Background: an optimization exercise with open tools, aiming at small area, a short achievable clock period and few clock cycles per item. Do not read the settings as production practice.
At most, simulation tests tie the RTL to the original design; equivalence was not proved.
Only the layout flow was run in runs 1, 2, 6 and 7; the RTL was not checked for function there.
Power is estimated from default activity; no workload was simulated.

$ cat flow/run.sh
#!/bin/bash
# Standard layout (the standard.sh, unchanged synthesis), with the port
# buffers made from the smallest buffer instead of the resizer's default pick.
set -o pipefail
bash standard.sh BUFFER_PORTS_ARGS="-buffer_cell sky130_fd_sc_hd__buf_1" finish > standard.log 2>&1
$ cat standard.sh
#!/bin/bash
# synth_recipe.tcl (not shown) runs the flow's synth.tcl, then flattens the netlist and writes it again
# the make line also repeats each setting of config.mk as NAME=value (left out here)
make -C /OpenROAD-flow-scripts/flow DESIGN_CONFIG=/design/flow/config.mk WORK_HOME=/design/flow/orfs CLKGATE_MAP_FILE= SYNTH_SCRIPT=/design/flow/synth_recipe.tcl "${@:-finish}"
$ cat config.mk
export PLATFORM = sky130hd
export DESIGN_NAME = ipm_dmx
export DESIGN_NICKNAME = ipm_dmx
export VERILOG_FILES = /design/flow/design.v
export SDC_FILE = /design/flow/constraint.sdc
export NUM_CORES = 4
export LEC_CHECK = 0
export ABC_CLOCK_PERIOD_IN_PS = 2400
export CAP_MARGIN = 20
export CORE_AREA = 5 5 325 325
export CTS_CLUSTER_DIAMETER = 100
export CTS_CLUSTER_SIZE = 24
export DIE_AREA = 0 0 330 330
export SETUP_SLACK_MARGIN = 2.7
export SLEW_MARGIN = 20
export SYNTH_HIERARCHICAL = 1
export SYNTH_MINIMUM_KEEP_SIZE = 0
$ cat constraint.sdc
create_clock -name core_clock -period 5.0 [get_ports {clk}]
set_input_delay 1.0000 -clock core_clock [delete_from_list [all_inputs] [get_ports {clk}]]
set_output_delay 1.0000 -clock core_clock [all_outputs]
set_load 0.01 [all_outputs]
$ cat design.v
package dmx_pkg;
    localparam int NUM_PE = 16;
    localparam int LANE_W = 16;
    localparam int CNT_W  = 8;
    localparam int SEL_W  = $clog2(NUM_PE);
    typedef enum logic [2:0] {
        PROC_IDLE = 3'd0,
        PROC_MXV  = 3'd1,
        PROC_MTXV = 3'd2,
        PROC_VXV  = 3'd3
    } proc_e;
    typedef logic [NUM_PE-1:0][LANE_W-1:0] lane_vec_t;
    typedef struct packed {
        proc_e            proc;
        logic [CNT_W-1:0] cnt0;
        logic [CNT_W-1:0] cnt1;
        logic [CNT_W-1:0] cnt2;
    } dmx_cfg_t;
    typedef struct packed {
        logic valid;
        logic last;
        logic bcast;
    } beat_tag_t;
endpackage
module dmx_loop_cnt (
    input  logic     clk,
    input  logic     load_i,
    input  logic     accept_i,
    input  dmx_pkg::dmx_cfg_t lim_i,
    input  logic [2:0] lim_z_i,
    output logic     rep_last_o,
    output logic     beat_last_o
);
    logic [dmx_pkg::CNT_W-1:0] cnt0;
    logic [dmx_pkg::CNT_W-1:0] cnt1;
    logic [dmx_pkg::CNT_W-1:0] cnt2;
    logic [dmx_pkg::CNT_W-1:0] rld0;
    logic [dmx_pkg::CNT_W-1:0] rld1;
    logic rld0_z, rld1_z;
    logic z0, z1, z2;
    always_ff @(posedge clk) begin
        if (load_i) begin
            cnt0   <= lim_i.cnt0;
            cnt1   <= lim_i.cnt1;
            cnt2   <= lim_i.cnt2;
            rld0   <= lim_i.cnt0;
            rld1   <= lim_i.cnt1;
            rld0_z <= lim_z_i[0];
            rld1_z <= lim_z_i[1];
            z0     <= lim_z_i[0];
            z1     <= lim_z_i[1];
            z2     <= lim_z_i[2];
        end else if (accept_i) begin
            if (z0) begin
                cnt0 <= rld0;
                z0   <= rld0_z;
                if (z1) begin
                    cnt1 <= rld1;
                    z1   <= rld1_z;
                    cnt2 <= cnt2 - 1'b1;
                    z2   <= (cnt2 == 8'd1);
                end else begin
                    cnt1 <= cnt1 - 1'b1;
                    z1   <= (cnt1 == 8'd1);
                end
            end else begin
                cnt0 <= cnt0 - 1'b1;
                z0   <= (cnt0 == 8'd1);
            end
        end
    end
    assign rep_last_o  = z0;
    assign beat_last_o = z0 && z1 && z2;
endmodule
module dmx_ctrl (
    input  logic      clk,
    input  logic      rstn,
    input  logic      cfg_valid_i,
    input  dmx_pkg::dmx_cfg_t  cfg_i,
    output logic      cfg_ready_o,
    input  logic      dram_empty_i,
    input  logic      smem_empty_i,
    input  logic      out_free_i,
    input  logic      ready_i,
    input  logic      valid_i,
    input  logic      rep_last_i,
    input  logic      beat_last_i,
    output logic      load_o,
    output logic      accept_o,
    output logic      dram_pop_o,
    output logic      smem_pop_o,
    output logic      bcast_o,
    output dmx_pkg::dmx_cfg_t  nxt_cfg_o,
    output logic [2:0] nxt_z_o
);
    logic     cur_v;
    logic     cur_bc;
    logic     cfg_take;
    logic     last;
    assign last = cur_v && beat_last_i;
    dmx_cfg_rdy u_cfg_rdy (
        .busy_i    (cur_v),
        .last_i    (last),
        .a_empty_i (smem_empty_i),
        .b_empty_i (dram_empty_i),
        .ready_i   (ready_i),
        .valid_i   (valid_i),
        .rdy_o     (cfg_ready_o)
    );
    dmx_cfg_take u_cfg_take (
        .cfg_valid_i (cfg_valid_i),
        .busy_i      (cur_v),
        .last_i      (last),
        .a_empty_i   (smem_empty_i),
        .b_empty_i   (dram_empty_i),
        .ready_i     (ready_i),
        .valid_i     (valid_i),
        .take_o      (cfg_take)
    );
    dmx_pop u_smem_pop (
        .go_i      (cur_v),
        .a_empty_i (smem_empty_i),
        .b_empty_i (dram_empty_i),
        .ready_i   (ready_i),
        .valid_i   (valid_i),
        .pop_o     (smem_pop_o)
    );
    dmx_pop u_dram_pop (
        .go_i      (cur_v && rep_last_i),
        .a_empty_i (smem_empty_i),
        .b_empty_i (dram_empty_i),
        .ready_i   (ready_i),
        .valid_i   (valid_i),
        .pop_o     (dram_pop_o)
    );
    dmx_accept u_accept (
        .go_i      (cur_v),
        .a_empty_i (smem_empty_i),
        .b_empty_i (dram_empty_i),
        .ready_i   (ready_i),
        .valid_i   (valid_i),
        .accept_o  (accept_o)
    );
    assign load_o = cfg_take && (cfg_i.proc != dmx_pkg::PROC_IDLE);
    always_ff @(posedge clk) begin
        if (!rstn) begin
            cur_v <= 1'b0;
        end else if (cfg_take) begin
            cur_v <= (cfg_i.proc != dmx_pkg::PROC_IDLE);
        end else if (accept_o && beat_last_i) begin
            cur_v <= 1'b0;
        end
    end
    always_ff @(posedge clk) begin
        if (cfg_take) begin
            cur_bc <= (cfg_i.proc == dmx_pkg::PROC_MXV) || (cfg_i.proc == dmx_pkg::PROC_VXV);
        end
    end
    assign bcast_o   = cur_bc;
    assign nxt_cfg_o = cfg_i;
    assign nxt_z_o   = {cfg_i.cnt2 == '0, cfg_i.cnt1 == '0, cfg_i.cnt0 == '0};
endmodule
module dmx_cfg_rdy (
    input  logic busy_i,
    input  logic last_i,
    input  logic a_empty_i,
    input  logic b_empty_i,
    input  logic ready_i,
    input  logic valid_i,
    output logic rdy_o
);
    assign rdy_o = !busy_i
                || (last_i && !a_empty_i && !b_empty_i && (ready_i || !valid_i));
endmodule
module dmx_cfg_take (
    input  logic cfg_valid_i,
    input  logic busy_i,
    input  logic last_i,
    input  logic a_empty_i,
    input  logic b_empty_i,
    input  logic ready_i,
    input  logic valid_i,
    output logic take_o
);
    assign take_o = cfg_valid_i
                 && (!busy_i
                     || (last_i && !a_empty_i && !b_empty_i && (ready_i || !valid_i)));
endmodule
module dmx_pop (
    input  logic go_i,
    input  logic a_empty_i,
    input  logic b_empty_i,
    input  logic ready_i,
    input  logic valid_i,
    output logic pop_o
);
    assign pop_o = go_i && !a_empty_i && !b_empty_i && (ready_i || !valid_i);
endmodule
module dmx_accept (
    input  logic go_i,
    input  logic a_empty_i,
    input  logic b_empty_i,
    input  logic ready_i,
    input  logic valid_i,
    output logic accept_o
);
    assign accept_o = go_i && !a_empty_i && !b_empty_i && (ready_i || !valid_i);
endmodule
module dmx_datapath (
    input  logic             clk,
    input  logic             rstn,
    input  logic             ready_i,
    input  logic             accept_i,
    input  logic             bcast_i,
    input  dmx_pkg::lane_vec_t        dram_data_i,
    input  dmx_pkg::lane_vec_t        smem_data_i,
    input  logic [dmx_pkg::SEL_W-1:0] smem_sel_i,
    output dmx_pkg::lane_vec_t        dout_weight_o,
    output dmx_pkg::lane_vec_t        dout_act_o,
    output logic             valid_o,
    output logic             out_free_o
);
    logic                       valid_q;
    dmx_pkg::lane_vec_t         w_q;
    dmx_pkg::lane_vec_t         a_q;
    logic [dmx_pkg::LANE_W-1:0] bc_lane;
    logic [dmx_pkg::NUM_PE*dmx_pkg::LANE_W-1:0] smem_flat;
    assign smem_flat  = smem_data_i;
    assign bc_lane    = smem_flat[smem_sel_i*dmx_pkg::LANE_W +: dmx_pkg::LANE_W];
    assign out_free_o = !valid_q || ready_i;
    always_ff @(posedge clk) begin
        if (!rstn) begin
            valid_q <= 1'b0;
        end else if (out_free_o) begin
            valid_q <= accept_i;
        end
    end
    logic                       ld;
    logic                       ld_uni;
    logic                       hold;
    logic [dmx_pkg::LANE_W-1:0] ld_bc_lane;
    logic [dmx_pkg::NUM_PE*dmx_pkg::LANE_W-1:0] dram_flat;
    logic [dmx_pkg::NUM_PE*dmx_pkg::LANE_W-1:0] w_flat;
    logic [dmx_pkg::NUM_PE*dmx_pkg::LANE_W-1:0] a_flat;
    assign dram_flat = dram_data_i;
    assign w_q       = w_flat;
    assign a_q       = a_flat;
    assign ld         = out_free_o;
    assign hold       = !out_free_o;
    assign ld_uni     = out_free_o && !bcast_i;
    assign ld_bc_lane = bc_lane & {dmx_pkg::LANE_W{out_free_o && bcast_i}};
    for (genvar l = 0; l < dmx_pkg::NUM_PE; l++) begin : g_lane
        dmx_lane_reg u_w (
            .clk    (clk),
            .d_i    (dram_flat[l*dmx_pkg::LANE_W +: dmx_pkg::LANE_W]),
            .ld_i   (ld),
            .hold_i (hold),
            .q_o    (w_flat[l*dmx_pkg::LANE_W +: dmx_pkg::LANE_W])
        );
        dmx_act_reg u_a (
            .clk    (clk),
            .d_i    (smem_flat[l*dmx_pkg::LANE_W +: dmx_pkg::LANE_W]),
            .bc_i   (ld_bc_lane),
            .ld_i   (ld_uni),
            .hold_i (hold),
            .q_o    (a_flat[l*dmx_pkg::LANE_W +: dmx_pkg::LANE_W])
        );
    end
    assign dout_weight_o = w_q;
    assign dout_act_o    = a_q;
    assign valid_o       = valid_q;
endmodule
module dmx_lane_reg (
    input  logic                       clk,
    input  logic [dmx_pkg::LANE_W-1:0] d_i,
    input  logic                       ld_i,
    input  logic                       hold_i,
    output logic [dmx_pkg::LANE_W-1:0] q_o
);
    always_ff @(posedge clk) begin
        q_o <= (d_i & {dmx_pkg::LANE_W{ld_i}}) | (q_o & {dmx_pkg::LANE_W{hold_i}});
    end
endmodule
module dmx_act_reg (
    input  logic                       clk,
    input  logic [dmx_pkg::LANE_W-1:0] d_i,
    input  logic [dmx_pkg::LANE_W-1:0] bc_i,
    input  logic                       ld_i,
    input  logic                       hold_i,
    output logic [dmx_pkg::LANE_W-1:0] q_o
);
    always_ff @(posedge clk) begin
        q_o <= (d_i & {dmx_pkg::LANE_W{ld_i}}) | (q_o & {dmx_pkg::LANE_W{hold_i}}) | bc_i;
    end
endmodule
module ipm_dmx (
    input  logic             clk,
    input  logic             rstn,
    input  logic             cfg_valid_i,
    input  dmx_pkg::dmx_cfg_t         cfg_i,
    output logic             cfg_ready_o,
    input  dmx_pkg::lane_vec_t        dram_data_i,
    input  logic             dram_empty_i,
    output logic             dram_pop_o,
    input  dmx_pkg::lane_vec_t        smem_data_i,
    input  logic [dmx_pkg::SEL_W-1:0] smem_sel_i,
    input  logic             smem_empty_i,
    output logic             smem_pop_o,
    output dmx_pkg::lane_vec_t        dout_weight_o,
    output dmx_pkg::lane_vec_t        dout_act_o,
    output logic             valid_o,
    input  logic             ready_i
);
    logic      accept;
    logic      load;
    logic      rep_last;
    logic      beat_last;
    logic      out_free;
    logic      bcast;
    dmx_pkg::dmx_cfg_t  nxt_cfg;
    logic [2:0] nxt_z;
    dmx_ctrl u_ctrl (
        .clk          (clk),
        .rstn         (rstn),
        .cfg_valid_i  (cfg_valid_i),
        .cfg_i        (cfg_i),
        .cfg_ready_o  (cfg_ready_o),
        .dram_empty_i (dram_empty_i),
        .smem_empty_i (smem_empty_i),
        .out_free_i   (out_free),
        .ready_i      (ready_i),
        .valid_i      (valid_o),
        .rep_last_i   (rep_last),
        .beat_last_i  (beat_last),
        .load_o       (load),
        .accept_o     (accept),
        .dram_pop_o   (dram_pop_o),
        .smem_pop_o   (smem_pop_o),
        .bcast_o      (bcast),
        .nxt_cfg_o    (nxt_cfg),
        .nxt_z_o      (nxt_z)
    );
    dmx_loop_cnt u_loop_cnt (
        .clk         (clk),
        .load_i      (load),
        .accept_i    (accept),
        .lim_i       (nxt_cfg),
        .lim_z_i     (nxt_z),
        .rep_last_o  (rep_last),
        .beat_last_o (beat_last)
    );
    dmx_datapath u_datapath (
        .clk           (clk),
        .rstn          (rstn),
        .ready_i       (ready_i),
        .accept_i      (accept),
        .bcast_i       (bcast),
        .dram_data_i   (dram_data_i),
        .smem_data_i   (smem_data_i),
        .smem_sel_i    (smem_sel_i),
        .dout_weight_o (dout_weight_o),
        .dout_act_o    (dout_act_o),
        .valid_o       (valid_o),
        .out_free_o    (out_free)
    );
endmodule
==> results.json, run 1 <==
{
  "finalHoldViolCount": 0,
  "hpwl_um": 96950,
  "worstSkewPairLatency_ns": 0.61,
  "worst_pin_slew_ns": 0.7856,
  "cts_tree": "done",
  "wire_per_inst_um": 31.54,
  "yosys_warnings": 11,
  "dr_total_vias": 19770,
  "crit_path_max_fanout": 2,
  "drt-pass1-iter-count": 7,
  "die_y_um": 330,
  "nets": 3147,
  "fin_crit_ns": 2.887,
  "groute.usage.overall_pct": 21.55,
  "cp.required_ns": 4.00,
  "gp_congestion": 0.8958,
  "outcome": "timing/DRC/antenna clean",
  "start_util_pct": 21.17,
  "rsz0062_at_grt": "true",
  "crit_path_end_kind": "primary output",
  "path_class": "reg2out",
  "core_um2": 101700,
  "drt-total-wl_um": 126600,
  "synth_fp_nets": 2100,
  "die_width_um": 330,
  "htree_levels": 2,
  "antenna_found_initial": 72,
  "final_core_util_pct": 28.74,
  "start_kind": "flop",
  "initialDrtViolationCount": 1953,
  "synthesis.area_um2": 21540,
  "numCtsBuffers": 35,
  "skew_ns": 0.02653,
  "cap_violations": 0,
  "slew_headroom_pct": 47.63,
  "drive_above_1_share_pct": 19.62,
  "max_freq_mhz": 346.4,
  "p_leak_uw": 0.01058,
  "hold_class": "reg2reg",
  "path_clk_slew_ns": 0.10,
  "drt-vias-per-instance": 4.927,
  "gr-total-overflow": 0,
  "slew_viol_final": 0,
  "finalCritPeriodShare_pct": 57.73,
  "drcViolationCount": 0,
  "final_common_cell": "buf_1",
  "area_growth_pct": 35.77,
  "netlist_instances": 1545,
  "setup-tns-final_ns": 0,
  "clk_path_buf_depth": 3,
  "die-area_um2": 108900,
  "final_cell_mix": "buf_1 (954), dfxtp_1 (508), a22o_1 (256)",
  "setup_violations": 0,
  "antenna_left": 0,
  "final_cell_count_no_fill": 4013,
  "peakVddDrop_mv": 0.2078,
  "fillers": 10670,
  "syn_area_per_cell_um2": 13.94,
  "grt_max_degree": 142,
  "p_total_uw": 10840,
  "power.density_nw_per_um2": 370.7,
  "cts_root_buf": "clkbuf_16",
  "pin_count": 1065,
  "dp_cells": 3830,
  "arrival_ns": 1.89,
  "rows": 117,
  "cts_sinks": 560,
  "grt_pass1_wl_um": 163600,
  "io_buffer_count": 1064,
  "grt_pass1_vias": 18650
}
-- layout make-up --
class / instances / area [um2] / share of cell area (%)
clock buffers: 42 / 923.4 / 3.158
well taps: 1368 / 1712 / 5.853
flip-flops and latches: 560 / 11680 / 39.96
repair buffers: 1185 / 5939 / 20.31
diodes: 35 / 87.58 / 0.2995
inverters: 14 / 63.81 / 0.2182
clock inverters: 13 / 198.9 / 0.6803
multi-input cells: 796 / 8633 / 29.52
-- flip-flops by register name, indices dropped and copies added, names as in the netlist, 8 cells and up --
name                       count
u_datapath.g_lane.u_a.q_o    256
u_loop_cnt.cnt0                8
u_loop_cnt.cnt1                8
u_loop_cnt.rld0                8
u_loop_cnt.cnt2                8
u_loop_cnt.rld1                8
u_datapath.g_lane.u_w.q_o    256
-- through the flow --
stage,hold WS (ns),setup WS (ns),area [um2]
2_1_floorplan,0.5110,1.929,21700
5_1_grt,0.4848,2.020,29210
3_5_place_dp,0.4523,0.9275,25910
6_report,0.4785,2.113,29240
3_3_place_gp,0.4533,0.8517,25890
4_1_cts,0.4765,2.060,28810
-- metal layers --
metal  share of wire [%]  track usage, %  up-vias  routed length (um)
met5               0.031               0        -                  39
met1                  35           24.12     9796               44390
met2                  50           37.12     1300               62680
met3                  11           7.544      250               13290
met4                 4.9           9.434        6                6162
li1                    -               -     8422                   -
-- worst paths after layout --
kind / startpoint / end / slack, ns / depth (start not counted)
setup / recovery: u_loop_cnt.z1 / cfg_ready_o / 2.11 / 5
hold / removal: u_datapath.g_lane[3].u_w.q_o[13] / u_datapath.g_lane[3].u_w.q_o[13] / 0.48 / 1
setup reg to reg: u_loop_cnt.z1 / u_loop_cnt.cnt0[5] / 2.25 / 11
hold reg to reg: u_datapath.g_lane[3].u_w.q_o[13] / u_datapath.g_lane[3].u_w.q_o[13] / 0.48 / 1
-- report_power, final --
group	switching, uW	internal [uW]
logic	1340	1000
clock network	1800	1400
registers	298	5000
-- timing repair --
action                     in CTS  in global routing
buffers inserted               53                 19
hold buffers                    0                  0
setup endpoints to repair     635                535
pin swaps                      20                 18
resized for setup             251                 50
cloned                         21                  0
-- worst max-delay path: stages (launching register included) --
cell,delay (ns)
edfxtp_1,0.41
and3_4,0.21
and2_4,0.14
inv_2,0.04
o41ai_4,0.28
buf_2,0.21
==> inputs of run 2 (changes only) <==
--- a/config.mk
+++ b/config.mk
@@ -13,3 +13,3 @@
 export DIE_AREA = 0 0 330 330
-export SETUP_SLACK_MARGIN = 2.7
+export SETUP_SLACK_MARGIN = 2.4
 export SLEW_MARGIN = 20
==> run 2 against run 1 <==
Still clean on timing, DRC and antenna. Critical path depth increased by 1. Wire length decreased by 17%. Die area stayed put. Maximum frequency is 1.2% higher. Clock-buffer cell count fell by 9. Final cell count shrank 2.2%. Synthesized cell count unchanged. Core utilization shrank 1.7 points. Critical path type unchanged. Largest cell class unchanged.
==> results.json, run 2 <==
{
  "clk_path_buf_depth": 3,
  "cts_tree": "done",
  "synthesis.area_um2": 21540,
  "initialDrtViolationCount": 1871,
  "antenna_left": 0,
  "cap_violations": 0,
  "swShare_pct": 30.78,
  "rows": 117,
  "setup_violations": 0,
  "numCtsBuffers": 31,
  "hold_class": "reg2reg",
  "reg_top3": "u_datapath.g_lane.u_a.q_o (256), u_datapath.g_lane.u_w.q_o (256)",
  "final_cell_mix": "buf_1 (1053), dfxtp_1 (512), a22o_1 (256)",
  "start_util_pct": 21.17,
  "die_y_um": 330,
  "finalCritPeriodShare_pct": 57.07,
  "netlist_instances": 1545,
  "worst_pin_slew_ns": 1.106,
  "pin_count": 1065,
  "reg2reg_to": "u_loop_cnt.cnt0[5]",
  "groute.usage.overall_pct": 17.38,
  "reg2reg_depth": 12,
  "power.switching_uw": 3140,
  "skew_ns": 0.02200,
  "drive_above_1_share_pct": 12.68,
  "crit_path_max_fanout": 2,
  "cp.required_ns": 4.00,
  "hold_start": "u_datapath.g_lane[2].u_w.q_o[0]",
  "dp_cells": 3831,
  "dr_total_vias": 18530,
  "power.density_nw_per_um2": 370.9,
  "p_leak_uw": 0.009699,
  "cts_sinks": 560,
  "hpwl_um": 83020,
  "syn_area_per_cell_um2": 13.94,
  "drt-vias-per-instance": 4.722,
  "crit_path_end_kind": "primary output",
  "path_clk_slew_ns": 0.09,
  "whs_path_depth": 1,
  "final_common_cell": "buf_1",
  "synth_fp_nets": 2100,
  "peakVddDrop_mv": 0.2721,
  "path_class": "reg2out",
  "rrSetupSlack_ns": 2.41,
  "p_seq_share_pct": 52.1,
  "slew_viol_final": 0,
  "setup-tns-final_ns": 0,
  "die_width_um": 330,
  "arrival_ns": 1.85,
  "die-area_um2": 108900,
  "p_total_uw": 10200,
  "grt_max_degree": 179,
  "drcViolationCount": 0,
  "start_kind": "flop",
  "power.internal_uw": 7062,
  "finalHoldViolCount": 0,
  "fin_crit_ns": 2.853,
  "htree_levels": 1,
  "drt-pass1-iter-count": 5,
  "slew_headroom_pct": 26.24,
  "area_growth_pct": 27.71,
  "rsz0062_at_grt": "true",
  "nets": 3082,
  "core_um2": 101700,
  "cts_root_buf": "clkbuf_16",
  "io_buffer_count": 1064,
  "gp_congestion": 0.9228,
  "grt_pass1_vias": 17580,
  "final_cell_count_no_fill": 3925,
  "max_freq_mhz": 350.5,
  "yosys_warnings": 11,
  "grt_pass1_wl_um": 137600,
  "worstReg2RegStart": "u_loop_cnt.z0",
  "fillers": 10730,
  "antenna_found_initial": 45,
  "holdPathEnd": "u_datapath.g_lane[2].u_w.q_o[0]",
  "outcome": "timing/DRC/antenna clean",
  "gr-total-overflow": 0,
  "worstSkewPairLatency_ns": 0.65,
  "wire_per_inst_um": 26.75,
  "drt-total-wl_um": 105000,
  "p_comb_share_pct": 19.7,
  "pwr-share-clk_pct": 28.2
}
==> run 2: cell types whose count changed in the layout (fill, tap and decap cells not counted), moves of 12 or more <==
cell and delta:
mux2i_4 -14, diode_2 -17, buf_2 -85, mux2i_1 +14, buf_6 -32, buf_1 +99, buf_12 -12
==> run 2: power by group through the flow <==
stage	Clock, uW	Combinational [uW]	Sequential (uW)
detailed placement	0	1910	5390
finish	2880	2010	5310
global route	3090	2160	5360
global placement	0	1890	5400
CTS	2960	1960	5300
floorplan	0	854	5520
==> run 2: per-stage QoR <==
stage | setup slack [ns] | hold slack (ns) | util [%] | instance area, um2
2_1_floorplan | 1.929 | 0.5106 | - | 21670
5_1_grt | 2.050 | 0.4887 | 27.02 | 27490
6_report | 2.147 | 0.4728 | 27.04 | 27510
3_5_place_dp | 0.8416 | 0.4515 | 25.44 | 25880
4_1_cts | 2.063 | 0.4751 | 26.70 | 27160
3_3_place_gp | 0.8542 | 0.4510 | 25.44 | 25880
==> run 2: worst max path at each step <==
stage | to | startpoint | slack [ns] | depth (start not counted)
floorplan | u_datapath.g_lane[0].u_a.q_o[14] | ready_i | 1.93 | 6
global placement | u_datapath.g_lane[9].u_a.q_o[10] | smem_sel_i[0] | 0.85 | 6
CTS | cfg_ready_o | u_loop_cnt.z0 | 2.06 | 6
detailed placement | u_datapath.g_lane[4].u_a.q_o[10] | smem_sel_i[0] | 0.84 | 6
global route | cfg_ready_o | u_loop_cnt.z0 | 2.05 | 6
finish | cfg_ready_o | u_loop_cnt.z0 | 2.15 | 6
==> run 2: critical path, cell delays in order (launching register included) <==
cell	delay, ns
edfxtp_1	0.37
buf_8	0.11
and3_4	0.18
and2_4	0.14
inv_2	0.03
o41ai_2	0.19
buf_2	0.19
==> run 2: timing repair <==
item | in CTS | in global routing
buffers inserted | 17 | 8
gates resized for setup | 41 | 27
hold endpoints to repair | 0 | 0
setup endpoints to repair | 408 | 145
gates cloned | 1 | 5
pin swaps | 3 | 6
hold buffers | 0 | 0
==> run 2: layer usage <==
layer | GRT usage [%] | share of wire [%] | vias to the layer above
met3 | 7.496 | 13 | 166
met1 | 21.98 | 39 | 9064
li1 | - | - | 8253
met5 | 0 | 0.078 | -
met2 | 26.56 | 45 | 1035
met4 | 6.052 | 3.1 | 14
==> run 2: layout make-up <==
class                      count  area (um2)  share of cell area (%)
sequential                   560       11680                   42.45
multi-input combinational    795        8333                   30.29
timing repair buffer        1125        4737                   17.22
tap                         1368        1712                   6.223
clock buffer                  33       783.3                   2.848
clock inverter                12       156.4                  0.5686
inverter                      14       63.81                  0.2320
antenna                       18       45.04                  0.1638
==> inputs of run 3 (changes only) <==
--- a/design.v
+++ b/design.v
@@ -31,39 +31,53 @@
     output logic     rep_last_o,
-    output logic     beat_last_o
+    output logic     beat_last_o,
+    output logic [2:0] z_next_o
 );
-    logic [dmx_pkg::CNT_W-1:0] cnt0;
-    logic [dmx_pkg::CNT_W-1:0] cnt1;
-    logic [dmx_pkg::CNT_W-1:0] cnt2;
-    logic [dmx_pkg::CNT_W-1:0] rld0;
-    logic [dmx_pkg::CNT_W-1:0] rld1;
-    logic rld0_z, rld1_z;
-    logic z0, z1, z2;
-    always_ff @(posedge clk) begin
+    logic [dmx_pkg::CNT_W-1:0] cnt0, cnt0_n;
+    logic [dmx_pkg::CNT_W-1:0] cnt1, cnt1_n;
+    logic [dmx_pkg::CNT_W-1:0] cnt2, cnt2_n;
+    logic [dmx_pkg::CNT_W-1:0] rld0, rld0_n;
+    logic [dmx_pkg::CNT_W-1:0] rld1, rld1_n;
+    logic rld0_z, rld0_z_n;
+    logic rld1_z, rld1_z_n;
+    logic z0, z0_n;
+    logic z1, z1_n;
+    logic z2, z2_n;
+    always_comb begin
+        cnt0_n   = cnt0;
+        cnt1_n   = cnt1;
+        cnt2_n   = cnt2;
+        rld0_n   = rld0;
+        rld1_n   = rld1;
+        rld0_z_n = rld0_z;
+        rld1_z_n = rld1_z;
+        z0_n     = z0;
+        z1_n     = z1;
+        z2_n     = z2;
         if (load_i) begin
-            cnt0   <= lim_i.cnt0;
-            cnt1   <= lim_i.cnt1;
-            cnt2   <= lim_i.cnt2;
-            rld0   <= lim_i.cnt0;
-            rld1   <= lim_i.cnt1;
-            rld0_z <= lim_z_i[0];
-            rld1_z <= lim_z_i[1];
-            z0     <= lim_z_i[0];
-            z1     <= lim_z_i[1];
-            z2     <= lim_z_i[2];
+            cnt0_n   = lim_i.cnt0;
+            cnt1_n   = lim_i.cnt1;
+            cnt2_n   = lim_i.cnt2;
+            rld0_n   = lim_i.cnt0;
+            rld1_n   = lim_i.cnt1;
+            rld0_z_n = lim_z_i[0];
+            rld1_z_n = lim_z_i[1];
+            z0_n     = lim_z_i[0];
+            z1_n     = lim_z_i[1];
+            z2_n     = lim_z_i[2];
         end else if (accept_i) begin
             if (z0) begin
-                cnt0 <= rld0;
-                z0   <= rld0_z;
+                cnt0_n = rld0;
+                z0_n   = rld0_z;
                 if (z1) begin
-                    cnt1 <= rld1;
-                    z1   <= rld1_z;
-                    cnt2 <= cnt2 - 1'b1;
-                    z2   <= (cnt2 == 8'd1);
+                    cnt1_n = rld1;
+                    z1_n   = rld1_z;
+                    cnt2_n = cnt2 - 1'b1;
+                    z2_n   = (cnt2 == 8'd1);
                 end else begin
-                    cnt1 <= cnt1 - 1'b1;
-                    z1   <= (cnt1 == 8'd1);
+                    cnt1_n = cnt1 - 1'b1;
+                    z1_n   = (cnt1 == 8'd1);
                 end
             end else begin
-                cnt0 <= cnt0 - 1'b1;
-                z0   <= (cnt0 == 8'd1);
+                cnt0_n = cnt0 - 1'b1;
+                z0_n   = (cnt0 == 8'd1);
             end
@@ -71,4 +85,17 @@
     end
+    always_ff @(posedge clk) begin
+        cnt0   <= cnt0_n;
+        cnt1   <= cnt1_n;
+        cnt2   <= cnt2_n;
+        rld0   <= rld0_n;
+        rld1   <= rld1_n;
+        rld0_z <= rld0_z_n;
+        rld1_z <= rld1_z_n;
+        z0     <= z0_n;
+        z1     <= z1_n;
+        z2     <= z2_n;
+    end
     assign rep_last_o  = z0;
     assign beat_last_o = z0 && z1 && z2;
+    assign z_next_o    = {z2_n, z1_n, z0_n};
 endmodule
@@ -87,2 +114,3 @@
     input  logic      beat_last_i,
+    input  logic [2:0] z_next_i,
     output logic      load_o,
@@ -98,4 +126,5 @@
     logic     cfg_take;
+    logic     cur_v_n;
+    logic     dgo;
     logic     last;
-    assign last = cur_v && beat_last_i;
     dmx_cfg_rdy u_cfg_rdy (
@@ -128,3 +157,3 @@
     dmx_pop u_dram_pop (
-        .go_i      (cur_v && rep_last_i),
+        .go_i      (dgo),
         .a_empty_i (smem_empty_i),
@@ -144,2 +173,10 @@
     assign load_o = cfg_take && (cfg_i.proc != dmx_pkg::PROC_IDLE);
+    always_comb begin
+        cur_v_n = cur_v;
+        if (cfg_take) begin
+            cur_v_n = (cfg_i.proc != dmx_pkg::PROC_IDLE);
+        end else if (accept_o && last) begin
+            cur_v_n = 1'b0;
+        end
+    end
     always_ff @(posedge clk) begin
@@ -147,6 +184,8 @@
             cur_v <= 1'b0;
-        end else if (cfg_take) begin
-            cur_v <= (cfg_i.proc != dmx_pkg::PROC_IDLE);
-        end else if (accept_o && beat_last_i) begin
-            cur_v <= 1'b0;
+            dgo   <= 1'b0;
+            last  <= 1'b0;
+        end else begin
+            cur_v <= cur_v_n;
+            dgo   <= cur_v_n && z_next_i[0];
+            last  <= cur_v_n && (&z_next_i);
         end
@@ -317,2 +356,3 @@
     logic      beat_last;
+    logic [2:0] z_next;
     logic      out_free;
@@ -334,2 +374,3 @@
         .beat_last_i  (beat_last),
+        .z_next_i     (z_next),
         .load_o       (load),
@@ -349,3 +390,4 @@
         .rep_last_o  (rep_last),
-        .beat_last_o (beat_last)
+        .beat_last_o (beat_last),
+        .z_next_o    (z_next)
     );
--- a/config.mk
+++ b/config.mk
@@ -13,3 +13,3 @@
 export DIE_AREA = 0 0 330 330
-export SETUP_SLACK_MARGIN = 2.4
+export SETUP_SLACK_MARGIN = 2.6
 export SLEW_MARGIN = 20
==> run 3 against run 2 <==
The layout now fails its checks (slew limit). Largest power group unchanged. Power grew 4.6%. Highest routed layer unchanged. Largest cell class unchanged. Critical path depth is 3 lower. Worst setup slack improved by 0.25 ns. Core utilization increased by 0.53 points. Global-route usage grew 2.0 points. First-iteration DRC count is 2.7% higher. Wire length is 8.9% higher. Non-clock buffer count increased by 10. Sequential cell count grew 2. Die area stayed put. Final area is 2.0% higher.
==> results.json, run 3 <==
{
  "reg_top3": "u_datapath.g_lane.u_a.q_o (256), u_datapath.g_lane.u_w.q_o (256)",
  "hold_class": "reg2reg",
  "hpwl_um": 90330,
  "arrival_ns": 1.60,
  "path_delay_family": "buffers and inverters",
  "numCtsBuffers": 35,
  "worst_path_largest_cell_delay_ns": 0.29,
  "rows": 117,
  "grt_pass1_wl_um": 149600,
  "setup_violations": 0,
  "crit_path_end_kind": "primary output",
  "cp.required_ns": 4.00,
  "grt_pass1_vias": 18060,
  "grt_use_met1_pct": 23.25,
  "grt_max_degree": 223,
  "wire_per_inst_um": 28.87,
  "p_comb_share_pct": 19.9,
  "whs_path_depth": 1,
  "initialDrtViolationCount": 1922,
  "max_freq_mhz": 384.6,
  "die_y_um": 330,
  "power.switching_uw": 3356,
  "cts_tree": "done",
  "drcViolationCount": 0,
  "pwr-share-clk_pct": 30.2,
  "syn_area_per_cell_um2": 13.92,
  "gr-total-overflow": 0,
  "critPathBufInv": 2,
  "final_cell_count_no_fill": 3958,
  "final_common_cell": "buf_1",
  "synthesis.area_um2": 21580,
  "finalCritPeriodShare_pct": 52.01,
  "fillers": 10760,
  "die-area_um2": 108900,
  "reg2reg_depth": 5,
  "setup-tns-final_ns": 0,
  "clk_path_buf_depth": 3,
  "htree_levels": 2,
  "core_um2": 101700,
  "drt-vias-per-instance": 4.817,
  "gp_congestion": 0.9237,
  "drt-total-wl_um": 114300,
  "cp_cell_sequence": "buf_12, o41ai_4, buf_2",
  "antenna_left": 0,
  "dp_cells": 3845,
  "grt_util_met2_pct": 30.95,
  "pin_count": 1065,
  "path_class": "in2out",
  "worst_pin_slew_ns": 1.625,
  "slew_headroom_pct": -8.330,
  "p_leak_uw": 0.009968,
  "grt_busiest_layer": "met2",
  "final_cell_mix": "buf_1 (1025), dfxtp_1 (516), a22o_1 (256)",
  "cts_sinks": 562,
  "fin_crit_ns": 2.600,
  "io_buffer_count": 1064,
  "crit_path_max_fanout": 5,
  "path_clk_slew_ns": 0.10,
  "cts_root_buf": "clkbuf_16",
  "groute.usage.overall_pct": 19.37,
  "rrSetupSlack_ns": 2.52,
  "peakVddDrop_mv": 0.2331,
  "power.internal_uw": 7319,
  "antenna_found_initial": 60,
  "drive_above_1_share_pct": 14.43,
  "outcome": "failed layout checks",
  "start_util_pct": 21.21,
  "so.violations": "slew limit",
  "netlist_instances": 1551,
  "worst_path_max_delay_cell": "o41ai_4",
  "met3_usage_pct": 6.613,
  "dr_total_vias": 19070,
  "swShare_pct": 31.44,
  "hold_buffers": 0,
  "rsz0062_at_grt": "true",
  "p_seq_share_pct": 49.9,
  "synth_fp_nets": 2106,
  "yosys_warnings": 11,
  "finalHoldViolCount": 0,
  "start_kind": "input pin",
  "power.density_nw_per_um2": 380.7,
  "nets": 3098,
  "skew_ns": 0.03317,
  "area_growth_pct": 29.94,
  "slew_viol_final": 99,
  "worstSkewPairLatency_ns": 0.62,
  "cap_violations": 0,
  "drt-pass1-iter-count": 6,
  "cp_num_cells": 3,
  "die_width_um": 330
}
## run 3: cell type report
class	count	area (um2)	area share [%]
sequential	562	11690	41.67
multi-input combinational	796	8411	29.99
timing repair buffer	1135	4967	17.71
tap	1368	1712	6.103
clock buffer	40	925.9	3.302
clock inverter	11	203.9	0.7272
antenna	33	82.58	0.2945
inverter	13	55.05	0.1963
## run 3: worst paths after layout
path                                    startpoint                                 to
setup / recovery                      smem_empty_i                        cfg_ready_o
hold / removal    u_datapath.g_lane[10].u_w.q_o[8]   u_datapath.g_lane[10].u_w.q_o[8]
setup reg to reg                u_datapath.valid_q  u_datapath.g_lane[15].u_a.q_o[15]
hold reg to reg   u_datapath.g_lane[10].u_w.q_o[8]   u_datapath.g_lane[10].u_w.q_o[8]
## run 3: power by group through the flow
stage | clock [uW] | sequential [uW] | combinational [uW]
floorplan | 0 | 5540 | 882
global placement | 0 | 5410 | 1990
detailed placement | 0 | 5410 | 2000
CTS | 3340 | 5310 | 2120
global route | 3490 | 5370 | 2270
finish | 3230 | 5320 | 2120
## run 3: what timing repair did
item | in CTS | in global routing
gates cloned | 7 | 2
gates resized for setup | 84 | 36
buffers inserted | 16 | 4
pin swaps | 6 | 3
endpoints found under the setup margin | 477 | 175
## run 3: metal layers
layer  part of all wire, %  wire length (um)
met1                    38             43570
met2                    47             54190
met4                   4.8              5499
met3                   9.6             10980
met5                 0.021                24
## run 3: through the flow
| step | total power [uW] | hold WS, ns | worst slack [ns] | instance area (um2) | utilization [%] |
|---|---|---|---|---|---|
| after detailed placement | 7411 | 0.4521 | 0.7091 | 26000 | 25.56 |
| after global placement | 7400 | 0.4532 | 0.7261 | 25990 | 25.54 |
| final | 10680 | 0.4794 | 2.400 | 28040 | 27.56 |
| after global routing | 11140 | 0.4919 | 2.357 | 28020 | 27.54 |
| after CTS | 10780 | 0.4824 | 2.385 | 27800 | 27.32 |
| after floorplan | 6426 | 0.4596 | 1.929 | 21740 | - |
Testbench counts of run 3, summed over its fixed seeds: cycles 7,808, items 7,792.
==> inputs of run 4 (changes only) <==
--- a/config.mk
+++ b/config.mk
@@ -13,3 +13,3 @@
 export DIE_AREA = 0 0 330 330
-export SETUP_SLACK_MARGIN = 2.6
+export SETUP_SLACK_MARGIN = 2.4
 export SLEW_MARGIN = 20
==> run 4 against run 3 <==
Now clean on timing, DRC and antenna. Synthesized area did not move. Global-route usage fell by 1.2 points. First-iteration DRC count fell by 7.1%. Sequential power barely moved. Worst setup slack got worse by 0.031 ns. Sequential cell count did not move. Maximum frequency fell by 1.2%. Synthesized cell count did not move. Sequential share of layout area rose by 0.78 points. Clock power fell by 4%. Largest power group unchanged.
==> results.json, run 4 <==
{
  "outcome": "timing/DRC/antenna clean",
  "cts_sinks": 562,
  "finalHoldViolCount": 0,
  "hold_buffers": 0,
  "grt_pass1_vias": 17910,
  "max_freq_mhz": 380.0,
  "final_cell_mix": "buf_1 (1049), dfxtp_1 (516), a22o_1 (256)",
  "wire_per_inst_um": 27.63,
  "cp_cell_sequence": "buf_8, o41ai_4, buf_2",
  "reg_top3": "u_datapath.g_lane.u_a.q_o (256), u_datapath.g_lane.u_w.q_o (256)",
  "cap_violations": 0,
  "finalCritPeriodShare_pct": 52.63,
  "worst_path_largest_cell_delay_ns": 0.32,
  "final_common_cell": "buf_1",
  "slew_headroom_pct": 34.48,
  "fin_crit_ns": 2.631,
  "slew_viol_final": 0,
  "worstSkewPairLatency_ns": 0.61,
  "drt-total-wl_um": 108400,
  "rows": 117,
  "die_y_um": 330,
  "pin_count": 1065,
  "yosys_warnings": 11,
  "worst_path_max_delay_cell": "o41ai_4",
  "path_class": "in2out",
  "hold_start": "u_datapath.g_lane[5].u_w.q_o[3]",
  "die_width_um": 330,
  "power.density_nw_per_um2": 379.6,
  "gr-total-overflow": 0,
  "grt_max_degree": 190,
  "syn_area_per_cell_um2": 13.92,
  "crit_path_end_kind": "primary output",
  "path_clk_slew_ns": 0.09,
  "cp.required_ns": 4.00,
  "rrSetupSlack_ns": 2.59,
  "startpoint": "smem_empty_i",
  "start_util_pct": 21.21,
  "synthesis.area_um2": 21580,
  "gp_congestion": 0.9460,
  "htree_levels": 2,
  "antenna_found_initial": 32,
  "grt_pass1_wl_um": 142400,
  "die-area_um2": 108900,
  "io_buffer_count": 1064,
  "worst_pin_slew_ns": 0.9828,
  "worstReg2RegStart": "u_datapath.valid_q",
  "fillers": 10810,
  "peakVddDrop_mv": 0.2422,
  "crit_path_max_fanout": 5,
  "netlist_instances": 1551,
  "drt-vias-per-instance": 4.829,
  "setup_violations": 0,
  "cts_tree": "done",
  "groute.usage.overall_pct": 18.16,
  "start_kind": "input pin",
  "drcViolationCount": 0,
  "skew_ns": 0.03067,
  "drive_above_1_share_pct": 12.61,
  "setup-tns-final_ns": 0,
  "arrival_ns": 1.63,
  "area_growth_pct": 27.55,
  "cts_root_buf": "clkbuf_16",
  "p_leak_uw": 0.009772,
  "drt-pass1-iter-count": 5,
  "synth_fp_nets": 2106,
  "nets": 3086,
  "initialDrtViolationCount": 1786,
  "antenna_left": 0,
  "rsz0062_at_grt": "true",
  "hold_class": "reg2reg",
  "hpwl_um": 86950,
  "p_total_uw": 10450,
  "numCtsBuffers": 34,
  "clk_path_buf_depth": 3,
  "core_um2": 101700,
  "dr_total_vias": 18950
}
-- run 4: critical path: cells and delay by family --
family,cells,cell delay [ns]
buffers and inverters,2,0.30
AO/OA/AOI/OAI,1,0.32
-- run 4: final cells by class --
class	count	area [um2]	share of cell area (%)
clock inverter	13	160.2	0.5817
multi-input combinational	796	8253	29.98
clock buffer	37	883.3	3.209
timing repair buffer	1124	4750	17.25
inverter	13	55.05	0.2000
antenna	12	30.03	0.1091
tap	1368	1712	6.217
sequential	562	11690	42.45
-- run 4: path summary, 6_finish.rpt --
check | end | depth (start not counted)
worst max-delay path | cfg_ready_o | 3
worst max register to register | u_datapath.g_lane[0].u_a.q_o[2] | 5
worst min register to register | u_datapath.g_lane[5].u_w.q_o[3] | 1
worst min-delay path | u_datapath.g_lane[5].u_w.q_o[3] | 1
-- run 4: per-stage QoR --
| step | utilization [%] | setup slack, ns | std cells | hold WS [ns] | cell area (um2) |
|---|---|---|---|---|---|
| after floorplan | - | 1.929 | 1551 | 0.4596 | 21740 |
| after global routing | 27.04 | 2.341 | 3919 | 0.4874 | 27520 |
| after detailed placement | 25.56 | 1.052 | 3847 | 0.4506 | 26010 |
| after global placement | 25.56 | 1.051 | 3847 | 0.4519 | 26010 |
| final | 27.06 | 2.369 | 3925 | 0.4739 | 27530 |
| after CTS | 26.84 | 2.375 | 3903 | 0.4782 | 27300 |
-- run 4: routing by layer --
| metal | wire [um] | track usage (%) | up-vias |
|---|---|---|---|
| li1 | - | - | 8259 |
| met2 | 48810 | 27.99 | 1099 |
| met4 | 2407 | 5.248 | 4 |
| met3 | 12510 | 6.787 | 133 |
| met5 | 25 | 0 | - |
| met1 | 44690 | 23.86 | 9459 |
-- run 4: timing repair --
| item | 4_1_cts | 5_1_grt |
|---|---|---|
| buffers inserted | 5 | 7 |
| setup endpoints to repair | 437 | 340 |
| resized for setup | 37 | 25 |
| cloned | 1 | 3 |
| pin swaps | 3 | 1 |
-- run 4: report_power, final --
part           switching [uW]  internal (uW)  leakage [uW]
Clock                    1750           1350      0.000515
Combinational            1170            844       0.00447
Sequential                330           5010       0.00479
==> inputs of run 5 (changes only) <==
--- a/config.mk
+++ b/config.mk
@@ -9,6 +9,6 @@
 export CAP_MARGIN = 20
-export CORE_AREA = 5 5 325 325
+export CORE_AREA = 5 5 435 145
 export CTS_CLUSTER_DIAMETER = 100
 export CTS_CLUSTER_SIZE = 24
-export DIE_AREA = 0 0 330 330
+export DIE_AREA = 0 0 440 150
 export SETUP_SLACK_MARGIN = 2.4
==> run 5 against run 4 <==
Non-clock buffer count decreased by 21. Clock power shrank 18%. Clock skew increased by 0.011 ns. Critical path type unchanged. Critical endpoint is now smem_pop_o. Largest cell class unchanged.
==> results.json, run 5 <==
{
  "fin_crit_ns": 2.697,
  "hold_class": "reg2reg",
  "setup-tns-final_ns": 0,
  "yosys_warnings": 11,
  "cp.required_ns": 4.00,
  "dr_total_vias": 19810,
  "worstReg2RegStart": "u_datapath.valid_q",
  "synthesis.area_um2": 21580,
  "start_util_pct": 36.21,
  "drt-total-wl_um": 119800,
  "final_cell_mix": "buf_1 (1055), dfxtp_1 (517), a22o_1 (256)",
  "drcViolationCount": 0,
  "wire_per_inst_um": 35.62,
  "die_y_um": 150,
  "syn_area_per_cell_um2": 13.92,
  "worst_pin_slew_ns": 1.144,
  "final_cell_count_no_fill": 3364,
  "arrival_ns": 1.70,
  "setup_violations": 0,
  "crit_path_end_kind": "primary output",
  "drive_above_1_share_pct": 10.62,
  "final_common_cell": "buf_1",
  "holdPathEnd": "u_datapath.g_lane[9].u_w.q_o[15]",
  "fillers": 5776,
  "finalHoldViolCount": 0,
  "skew_ns": 0.04144,
  "pin_count": 1065,
  "hold_ws_ns": 0.4757,
  "reg_top3": "u_datapath.g_lane.u_a.q_o (256), u_datapath.g_lane.u_w.q_o (256)",
  "dp_slack_ns": 0.8732,
  "ff_latch_area_um2": 11690,
  "start_kind": "input pin",
  "whs_path_depth": 1,
  "peakVddDrop_mv": 0.2335,
  "reg2reg_to": "u_datapath.g_lane[4].u_w.q_o[2]",
  "drt-pass1-iter-count": 6,
  "reg2reg_depth": 6,
  "worst_slack_ns": 2.303,
  "numCtsBuffers": 27,
  "groute.usage.overall_pct": 33.79,
  "drt-vias-per-instance": 5.888,
  "io_buffer_count": 1064,
  "slew_headroom_pct": 23.76,
  "outcome": "timing/DRC/antenna clean",
  "grt_pass1_vias": 17680,
  "path_class": "in2out",
  "power.density_nw_per_um2": 374.2,
  "finalCritPeriodShare_pct": 53.93,
  "nets": 3057,
  "multi_input_area_um2": 8192,
  "antenna_found_initial": 97,
  "die_width_um": 440,
  "synth_fp_nets": 2106,
  "dp_cells": 3282,
  "hpwl_um": 97140,
  "p_leak_uw": 0.009448,
  "netlist_instances": 1551,
  "rows": 51,
  "cap_violations": 0,
  "hold_start": "u_datapath.g_lane[9].u_w.q_o[15]",
  "area_growth_pct": 21.77,
  "grt_max_degree": 213,
  "path_clk_slew_ns": 0.09,
  "crit_path_max_fanout": 5,
  "clk_path_buf_depth": 3,
  "worstSkewPairLatency_ns": 0.64,
  "grt_pass1_wl_um": 153600,
  "cts_root_buf": "clkbuf_16",
  "hold_buffers": 0,
  "rrSetupSlack_ns": 2.42,
  "gp_congestion": 1.175,
  "htree_levels": 1,
  "max_freq_mhz": 370.8,
  "antenna_left": 0,
  "cts_sinks": 562,
  "rsz0062_at_grt": "true",
  "slew_viol_final": 0,
  "gr-total-overflow": 0,
  "initialDrtViolationCount": 2449,
  "core_um2": 59600,
  "die-area_um2": 66000,
  "cts_tree": "done"
}
-- run 5: cell type report --
class | count | share of cell area, %
Inverter | 13 | 0.2095
Antenna cell | 39 | 0.3713
Sequential cell | 562 | 44.47
Clock buffer | 30 | 2.614
Tap cell | 821 | 3.909
Clock inverter | 1 | 0.06189
Timing Repair Buffer | 1103 | 17.20
Multi-Input combinational cell | 795 | 31.17
-- run 5: power by group --
group          switching [uW]  internal [uW]
Clock                    1530            986
Combinational            1180            816
Sequential                305           5010
-- run 5: what timing repair did --
item,4_1_cts,5_1_grt
cloned,2,2
endpoints found under the setup margin,544,449
setup buffers,4,4
pin swaps,2,2
gates resized for setup,40,16
-- run 5: routing by layer --
| metal | vias up | track usage [%] | wire, um |
|---|---|---|---|
| met5 | - | 3.739 | 840 |
| met4 | 94 | 8.178 | 3718 |
| met3 | 302 | 22.68 | 19020 |
| met2 | 1181 | 46.51 | 48420 |
| met1 | 9985 | 42.86 | 47830 |
| li1 | 8245 | - | - |
-- run 5: worst max path at each step --
stage,slack (ns),start,end,depth (start not counted)
global route,2.29,smem_empty_i,smem_pop_o,3
floorplan,1.93,ready_i,u_datapath.g_lane[0].u_a.q_o[14],6
detailed placement,0.87,smem_sel_i[0],u_datapath.g_lane[12].u_a.q_o[12],6
CTS,2.28,u_datapath.valid_q,smem_pop_o,3
global placement,0.86,smem_sel_i[0],u_datapath.g_lane[9].u_a.q_o[12],6
finish,2.30,smem_empty_i,smem_pop_o,3
-- run 5: per-stage QoR --
step	area, um2	util, %	total power (uW)
5_1_grt	26220	43.99	10180
2_1_floorplan	21740	-	6426
3_3_place_gp	25080	42.09	7293
4_1_cts	26040	43.69	9820
3_5_place_dp	25080	42.09	7325
6_report	26280	44.10	9834
-- run 5: critical path, cell delays in order --
cell,delay [ns]
buf_12,0.12
nor4b_4,0.37
buf_2,0.20
==> inputs of run 6 (changes only) <==
--- a/design.v
+++ b/design.v
@@ -127,7 +127,12 @@
     logic     cur_v_n;
-    logic     dgo;
+    logic     valid_n;
+    logic     g0, g1;
+    logic     d0, d1;
+    logic     l0, l1;
     logic     last;
+    assign last = l0 || l1;
     dmx_cfg_rdy u_cfg_rdy (
         .busy_i    (cur_v),
-        .last_i    (last),
+        .go0_i     (l0),
+        .go1_i     (l1),
         .a_empty_i (smem_empty_i),
@@ -135,3 +140,2 @@
         .ready_i   (ready_i),
-        .valid_i   (valid_i),
         .rdy_o     (cfg_ready_o)
@@ -141,3 +145,4 @@
         .busy_i      (cur_v),
-        .last_i      (last),
+        .go0_i       (l0),
+        .go1_i       (l1),
         .a_empty_i   (smem_empty_i),
@@ -145,3 +150,2 @@
         .ready_i     (ready_i),
-        .valid_i     (valid_i),
         .take_o      (cfg_take)
@@ -149,3 +153,4 @@
     dmx_pop u_smem_pop (
-        .go_i      (cur_v),
+        .go0_i     (g0),
+        .go1_i     (g1),
         .a_empty_i (smem_empty_i),
@@ -153,3 +158,2 @@
         .ready_i   (ready_i),
-        .valid_i   (valid_i),
         .pop_o     (smem_pop_o)
@@ -157,3 +161,4 @@
     dmx_pop u_dram_pop (
-        .go_i      (dgo),
+        .go0_i     (d0),
+        .go1_i     (d1),
         .a_empty_i (smem_empty_i),
@@ -161,3 +166,2 @@
         .ready_i   (ready_i),
-        .valid_i   (valid_i),
         .pop_o     (dram_pop_o)
@@ -165,3 +169,4 @@
     dmx_accept u_accept (
-        .go_i      (cur_v),
+        .go0_i     (g0),
+        .go1_i     (g1),
         .a_empty_i (smem_empty_i),
@@ -169,3 +174,2 @@
         .ready_i   (ready_i),
-        .valid_i   (valid_i),
         .accept_o  (accept_o)
@@ -181,2 +185,3 @@
     end
+    assign valid_n = (ready_i || !valid_i) ? accept_o : valid_i;
     always_ff @(posedge clk) begin
@@ -184,8 +189,16 @@
             cur_v <= 1'b0;
-            dgo   <= 1'b0;
-            last  <= 1'b0;
+            g0    <= 1'b0;
+            g1    <= 1'b0;
+            d0    <= 1'b0;
+            d1    <= 1'b0;
+            l0    <= 1'b0;
+            l1    <= 1'b0;
         end else begin
             cur_v <= cur_v_n;
-            dgo   <= cur_v_n && z_next_i[0];
-            last  <= cur_v_n && (&z_next_i);
+            g0    <= cur_v_n && !valid_n;
+            g1    <= cur_v_n && valid_n;
+            d0    <= cur_v_n && z_next_i[0] && !valid_n;
+            d1    <= cur_v_n && z_next_i[0] && valid_n;
+            l0    <= cur_v_n && (&z_next_i) && !valid_n;
+            l1    <= cur_v_n && (&z_next_i) && valid_n;
         end
@@ -203,3 +216,4 @@
     input  logic busy_i,
-    input  logic last_i,
+    input  logic go0_i,
+    input  logic go1_i,
     input  logic a_empty_i,
@@ -207,3 +221,2 @@
     input  logic ready_i,
-    input  logic valid_i,
     output logic rdy_o
@@ -211,3 +224,3 @@
     assign rdy_o = !busy_i
-                || (last_i && !a_empty_i && !b_empty_i && (ready_i || !valid_i));
+                || (!a_empty_i && !b_empty_i && (go0_i || (go1_i && ready_i)));
 endmodule
@@ -216,3 +229,4 @@
     input  logic busy_i,
-    input  logic last_i,
+    input  logic go0_i,
+    input  logic go1_i,
     input  logic a_empty_i,
@@ -220,3 +234,2 @@
     input  logic ready_i,
-    input  logic valid_i,
     output logic take_o
@@ -225,6 +238,7 @@
                  && (!busy_i
-                     || (last_i && !a_empty_i && !b_empty_i && (ready_i || !valid_i)));
+                     || (!a_empty_i && !b_empty_i && (go0_i || (go1_i && ready_i))));
 endmodule
 module dmx_pop (
-    input  logic go_i,
+    input  logic go0_i,
+    input  logic go1_i,
     input  logic a_empty_i,
@@ -232,9 +246,9 @@
     input  logic ready_i,
-    input  logic valid_i,
     output logic pop_o
 );
-    assign pop_o = go_i && !a_empty_i && !b_empty_i && (ready_i || !valid_i);
+    assign pop_o = !a_empty_i && !b_empty_i && (go0_i || (go1_i && ready_i));
 endmodule
 module dmx_accept (
-    input  logic go_i,
+    input  logic go0_i,
+    input  logic go1_i,
     input  logic a_empty_i,
@@ -242,6 +256,5 @@
     input  logic ready_i,
-    input  logic valid_i,
     output logic accept_o
 );
-    assign accept_o = go_i && !a_empty_i && !b_empty_i && (ready_i || !valid_i);
+    assign accept_o = !a_empty_i && !b_empty_i && (go0_i || (go1_i && ready_i));
 endmodule
--- a/config.mk
+++ b/config.mk
@@ -9,6 +9,6 @@
 export CAP_MARGIN = 20
-export CORE_AREA = 5 5 435 145
+export CORE_AREA = 5 5 325 325
 export CTS_CLUSTER_DIAMETER = 100
 export CTS_CLUSTER_SIZE = 24
-export DIE_AREA = 0 0 440 150
+export DIE_AREA = 0 0 330 330
 export SETUP_SLACK_MARGIN = 2.4
==> run 6 against run 5 <==
Sequential share of layout area shrank 2.2 points. Worst setup slack better by 0.047 ns. Die area increased by 65%. Synthesized cell count up 0.84%. Sequential cell count is 4 higher. Maximum frequency grew 1.8%. Sequential power about the same. Non-clock buffer count is 17 higher. Combinational power increased by 2%. Core utilization down 17 points. Critical path depth rose by 3.
==> results.json, run 6 <==
{
  "io_buffer_count": 1064,
  "path_delay_family": "multiplexers",
  "core_um2": 101700,
  "finalCritPeriodShare_pct": 53.00,
  "wire_per_inst_um": 28.90,
  "fillers": 10760,
  "groute.usage.overall_pct": 19.17,
  "rows": 117,
  "cp_cell_sequence": "clkbuf_16, mux4_2, mux2i_1, o22ai_2, buf_4, a221o_2",
  "drt-pass1-iter-count": 6,
  "netlist_instances": 1564,
  "ff_latch_area_um2": 11760,
  "startpoint": "smem_sel_i[0]",
  "path_class": "in2reg",
  "antenna_found_initial": 83,
  "p_total_uw": 10700,
  "die_y_um": 330,
  "place_area_um2": 25940,
  "skew_ns": 0.03425,
  "grt_pass1_vias": 17710,
  "slew_headroom_pct": 26.19,
  "final_cell_count_no_fill": 3956,
  "cts_sinks": 566,
  "outcome": "timing/DRC/antenna clean",
  "power.switching_uw": 3328,
  "syn_area_per_cell_um2": 13.86,
  "cp.required_ns": 5.48,
  "setup_violations": 0,
  "final_common_cell": "buf_1",
  "finalHoldViolCount": 0,
  "worst_pin_slew_ns": 1.107,
  "critPathBufInv": 2,
  "pin_count": 1065,
  "cts_root_buf": "clkbuf_16",
  "numCtsBuffers": 35,
  "start_util_pct": 21.31,
  "synth_fp_nets": 2119,
  "pwr-share-clk_pct": 31.1,
  "peakVddDrop_mv": 0.2006,
  "hold_class": "reg2reg",
  "setup-tns-final_ns": 0,
  "antenna_left": 0,
  "worst_path_largest_cell_delay_ns": 0.55,
  "multi_input_area_um2": 8361,
  "die-area_um2": 108900,
  "power.internal_uw": 7369,
  "area_growth_pct": 28.40,
  "grt_max_degree": 183,
  "cp_num_cells": 6,
  "nets": 3097,
  "fin_crit_ns": 2.650,
  "path_clk_slew_ns": 0.09,
  "rsz0062_at_grt": "true",
  "crit_path_max_fanout": 16,
  "synthesis.area_um2": 21680,
  "dp_cells": 3846,
  "gp_congestion": 0.9094,
  "hold_buffers": 0,
  "htree_levels": 2,
  "dr_total_vias": 19370,
  "drt-total-wl_um": 114300,
  "max_freq_mhz": 377.4,
  "grt_pass1_wl_um": 147900,
  "reg2reg_depth": 4,
  "yosys_warnings": 11,
  "crit_end": "u_datapath.g_lane[13].u_a.q_o[1]",
  "crit_path_end_kind": "flop",
  "cap_violations": 0,
  "swShare_pct": 31.11,
  "worst_path_max_delay_cell": "mux4_2",
  "slew_viol_final": 0,
  "reg_top3": "u_datapath.g_lane.u_a.q_o (256), u_datapath.g_lane.u_w.q_o (256)",
  "rrSetupSlack_ns": 2.58,
  "initialDrtViolationCount": 2135,
  "drcViolationCount": 0,
  "arrival_ns": 3.13,
  "clk_path_buf_depth": 3,
  "hpwl_um": 90780,
  "hold_ws_ns": 0.4764,
  "reg2reg_to": "u_datapath.g_lane[3].u_w.q_o[5]",
  "design_area_um2": 27840,
  "drive_above_1_share_pct": 12.61,
  "gr-total-overflow": 0,
  "die_width_um": 330,
  "power.density_nw_per_um2": 384.2,
  "p_comb_share_pct": 19.0,
  "p_leak_uw": 0.009808,
  "worstReg2RegStart": "u_datapath.valid_q",
  "drt-vias-per-instance": 4.896,
  "worstSkewPairLatency_ns": 0.62,
  "final_cell_mix": "buf_1 (1055), dfxtp_1 (523), a22o_1 (256)",
  "p_seq_share_pct": 49.8,
  "start_kind": "input pin",
  "cts_tree": "done"
}
==> run 6: per-stage QoR <==
step           utilization, %  setup slack [ns]
6_report                27.37             2.350
4_1_cts                 26.95             2.365
3_3_place_gp            25.48            0.8135
5_1_grt                 27.32             2.392
2_1_floorplan               -             1.929
3_5_place_dp            25.49            0.8239
==> run 6: per-layer routing <==
metal / GRT usage, % / up-vias / share of wire [%]
met5: 0 / - / 0.29
met4: 4.112 / 54 / 2.3
met3: 11.70 / 229 / 16
met2: 27.15 / 1287 / 41
met1: 24.92 / 9450 / 40
li1: - / 8348 / -
==> run 6: area by class of cell <==
type	instances	share of cell area [%]
diodes	27	0.2427
clock buffers	40	3.326
clock inverters	16	0.9527
inverters	13	0.1977
multi-input cells	806	30.03
flip-flops and latches	566	42.24
well taps	1368	6.148
repair buffers	1120	16.86
==> run 6: worst min-delay path by stage <==
stage / start / endpoint / slack, ns / cells after the start
2_1_floorplan: u_loop_cnt.z2 / u_loop_cnt.z2 / 0.47 / 2
3_3_place_gp: u_datapath.g_lane[12].u_w.q_o[15] / u_datapath.g_lane[12].u_w.q_o[15] / 0.45 / 1
3_5_place_dp: u_datapath.g_lane[9].u_w.q_o[1] / u_datapath.g_lane[9].u_w.q_o[1] / 0.45 / 1
4_1_cts: u_datapath.g_lane[4].u_w.q_o[1] / u_datapath.g_lane[4].u_w.q_o[1] / 0.48 / 1
5_1_grt: u_datapath.g_lane[15].u_w.q_o[4] / u_datapath.g_lane[15].u_w.q_o[4] / 0.49 / 1
6_report: u_datapath.g_lane[1].u_w.q_o[1] / u_datapath.g_lane[1].u_w.q_o[1] / 0.48 / 1
==> run 6: timing repair <==
item | 4_1_cts | 5_1_grt
pin swaps | 3 | 4
setup endpoints to repair | 422 | 181
buffers inserted | 2 | 19
resized for setup | 41 | 18
gates cloned | 2 | 4
==> run 6: power groups by stage <==
stage,Sequential [uW],Clock [uW],Combinational [uW]
floorplan,5540,0,844
global placement,5410,0,1900
detailed placement,5410,0,1920
CTS,5320,3430,1970
global route,5370,3590,2160
finish,5330,3330,2040
==> inputs of run 7 (changes only) <==
--- a/config.mk
+++ b/config.mk
@@ -9,6 +9,6 @@
 export CAP_MARGIN = 20
-export CORE_AREA = 5 5 325 325
+export CORE_AREA = 5 5 435 145
 export CTS_CLUSTER_DIAMETER = 100
 export CTS_CLUSTER_SIZE = 24
-export DIE_AREA = 0 0 330 330
+export DIE_AREA = 0 0 440 150
 export SETUP_SLACK_MARGIN = 2.4
==> run 7 against run 6 <==
Synthesized area stayed put. Clock skew down 0.013 ns. Clock power fell by 24%. Wire length rose by 8.3%. Combinational power decreased by 3%. Sequential power barely moved. Global-route usage grew 16 points. Die area down 39%.
==> results.json, run 7 <==
{
  "final_cell_count_no_fill": 3379,
  "holdPathEnd": "u_datapath.g_lane[12].u_w.q_o[0]",
  "setup_violations": 0,
  "worstSkewPairLatency_ns": 0.62,
  "final_core_util_pct": 44.32,
  "crit_path_end_kind": "flop",
  "die_width_um": 440,
  "arrival_ns": 3.16,
  "worst_path_max_delay_cell": "buf_6",
  "die-area_um2": 66000,
  "cts_sinks": 566,
  "hold_class": "reg2reg",
  "drive_above_1_share_pct": 10.78,
  "reg2reg_to": "u_datapath.g_lane[2].u_a.q_o[8]",
  "clk_path_buf_depth": 3,
  "drt-pass1-iter-count": 6,
  "gr-total-overflow": 0,
  "cts_root_buf": "clkbuf_16",
  "p_total_uw": 9831,
  "antenna_found_initial": 95,
  "gp_congestion": 1.223,
  "path_clk_slew_ns": 0.10,
  "worst_pin_slew_ns": 0.9145,
  "grt_max_degree": 192,
  "initialDrtViolationCount": 2689,
  "dr_total_vias": 19730,
  "hold_start": "u_datapath.g_lane[12].u_w.q_o[0]",
  "antenna_left": 0,
  "slew_headroom_pct": 39.04,
  "synth_fp_nets": 2119,
  "hold_ws_ns": 0.4746,
  "cap_violations": 0,
  "worstReg2RegStart": "u_datapath.valid_q",
  "max_freq_mhz": 375.0,
  "wire_per_inst_um": 36.64,
  "worst_path_largest_cell_delay_ns": 0.51,
  "fin_crit_ns": 2.666,
  "dp_cells": 3291,
  "groute.usage.overall_pct": 35.09,
  "cp_cell_sequence": "clkbuf_2, buf_6, mux4_2, mux2i_1, o22ai_1, buf_4, a221o_1",
  "skew_ns": 0.02080,
  "whs_path_depth": 1,
  "crit_path_max_fanout": 31,
  "numCtsBuffers": 27,
  "htree_levels": 1,
  "slew_viol_final": 0,
  "synthesis.area_um2": 21680,
  "outcome": "timing/DRC/antenna clean",
  "rows": 51,
  "io_buffer_count": 1064,
  "setup-tns-final_ns": 0,
  "rsz0062_at_grt": "false",
  "yosys_warnings": 11,
  "start_util_pct": 36.38,
  "cts_tree": "done",
  "start_kind": "input pin",
  "drt-total-wl_um": 123800,
  "rrSetupSlack_ns": 2.61,
  "reg_top3": "u_datapath.g_lane.u_a.q_o (256), u_datapath.g_lane.u_w.q_o (256)",
  "final_common_cell": "buf_1",
  "die_y_um": 150,
  "pin_count": 1065,
  "finalHoldViolCount": 0,
  "hpwl_um": 100400,
  "path_class": "in2reg",
  "finalCritPeriodShare_pct": 53.33,
  "grt_pass1_wl_um": 158400,
  "syn_area_per_cell_um2": 13.86,
  "peakVddDrop_mv": 0.3041,
  "final_cell_mix": "buf_1 (1056), dfxtp_1 (523), a22o_1 (256)",
  "p_leak_uw": 0.009452,
  "cp.required_ns": 5.50,
  "core_um2": 59600,
  "drcViolationCount": 0,
  "nets": 3067,
  "power.density_nw_per_um2": 372.2,
  "area_growth_pct": 21.82,
  "drt-vias-per-instance": 5.839,
  "grt_pass1_vias": 17490,
  "netlist_instances": 1564,
  "reg2reg_depth": 5
}
## run 7: cell count changes in the layout (fill, tap and decap cells not counted), sizes merged, moves of 5 or more
cell    change
diode      +17
clkinv      -7
clkbuf     -13
buf        -17
inv         -5
## run 7: final cells by class
type                            instances  area (um2)
Fill cell                            5809       33180
Sequential cell                       566       11760
Multi-Input combinational cell        804        8275
Timing Repair Buffer                 1100        4488
Tap cell                              821        1027
Clock buffer                           30       686.9
Antenna cell                           44       110.1
Inverter                               13       55.05
Clock inverter                          1       11.26
## run 7: worst max-delay path by stage
stage                       start                           endpoint  slack [ns]  cells past startpoint
global route        smem_sel_i[0]   u_datapath.g_lane[11].u_a.q_o[6]        2.40                      7
floorplan                 ready_i   u_datapath.g_lane[0].u_a.q_o[14]        1.93                      6
finish              smem_sel_i[2]   u_datapath.g_lane[4].u_a.q_o[14]        2.33                      7
global placement    smem_sel_i[0]  u_datapath.g_lane[11].u_a.q_o[11]        0.89                      7
CTS                 smem_sel_i[0]   u_datapath.g_lane[5].u_a.q_o[10]        2.38                      7
detailed placement  smem_sel_i[0]  u_datapath.g_lane[10].u_a.q_o[10]        1.10                      7
## run 7: stage by stage
stage                     setup WS [ns]  area, um2
after global placement           0.8928      25150
after CTS                         2.376      26220
after global routing              2.396      26340
after floorplan                   1.929      21780
final                             2.334      26420
after detailed placement          1.103      25160
## run 7: repair_timing
action / in CTS / in global routing
setup endpoints to repair: 499 / 237
buffers inserted: 3 / 5
cloned: 4 / 1
pin swaps: 1 / 1
hold buffers: 0 / 0
resized for setup: 45 / 12
## run 7: power by group
group	switching [uW]	internal (uW)	total (uW)
Sequential	303	5030	5330
Combinational	1170	799	1970
Clock	1550	985	2540
## run 7: per-layer routing
layer	part of all wire [%]	wire length, um	GRT usage (%)
met2	41	51300	49.09
met3	15	18500	18.86
met4	2.1	2616	6.195
met5	0.44	541	2.713
met1	41	50870	47.79
## run 7: worst max-delay path: cells and delay by family
| kind | cells | cell delay, ns |
|---|---|---|
| multiplexers | 2 | 0.71 |
| AO/OA/AOI/OAI | 2 | 0.41 |
| buffers and inverters | 3 | 0.95 |

-- afterwards: timing with drivers on the ports --
The results above use ideal ports. As a check the final layouts listed here were re-extracted and re-timed, cells and wires unchanged.
Step 1 sets driving cells, clkbuf_16 on the clock port and buf_2 on the other inputs (assumed; they add their load-dependent delay and slew).
Step 2, shift: input delay + t, output delay - t, t = (earliest + latest rising clock arrival at the registers) / 2. This alone moves slack from input paths to output paths.
Three values: no drivers, after step 1, after step 2; two values: the first two.
run | t (ns) | setup slack, ns | clock arrival spread, ns | worst register clock-pin slew, ns | worst data-port slew with drivers (ns)
run 1 | 0.653 | 2.113 / 2.055 / 1.769 | 0.033 / 0.033 | 0.11 / 0.11 | 0.28
run 2 | 0.707 | 2.147 / 2.079 / 1.704 | 0.026 / 0.026 | 0.10 / 0.10 | 0.23
run 3 | 0.665 | 2.400 / 2.351 / 1.761 | 0.046 / 0.046 | 0.10 / 0.10 | 0.23
run 4 | 0.663 | 2.369 / 2.315 / 1.733 | 0.032 / 0.031 | 0.11 / 0.11 | 0.23
run 5 | 0.692 | 2.303 / 2.223 / 1.537 | 0.046 / 0.045 | 0.12 / 0.12 | 0.33
run 6 | 0.657 | 2.350 / 2.347 / 1.690 | 0.052 / 0.053 | 0.11 / 0.11 | 0.28
run 7 | 0.691 | 2.334 / 2.333 / 1.657 | 0.037 / 0.037 | 0.12 / 0.12 | 0.35
For run 5, which loses most, drivers alone change the setup slack by -0.080 ns; drivers and shift together by -0.766 ns.
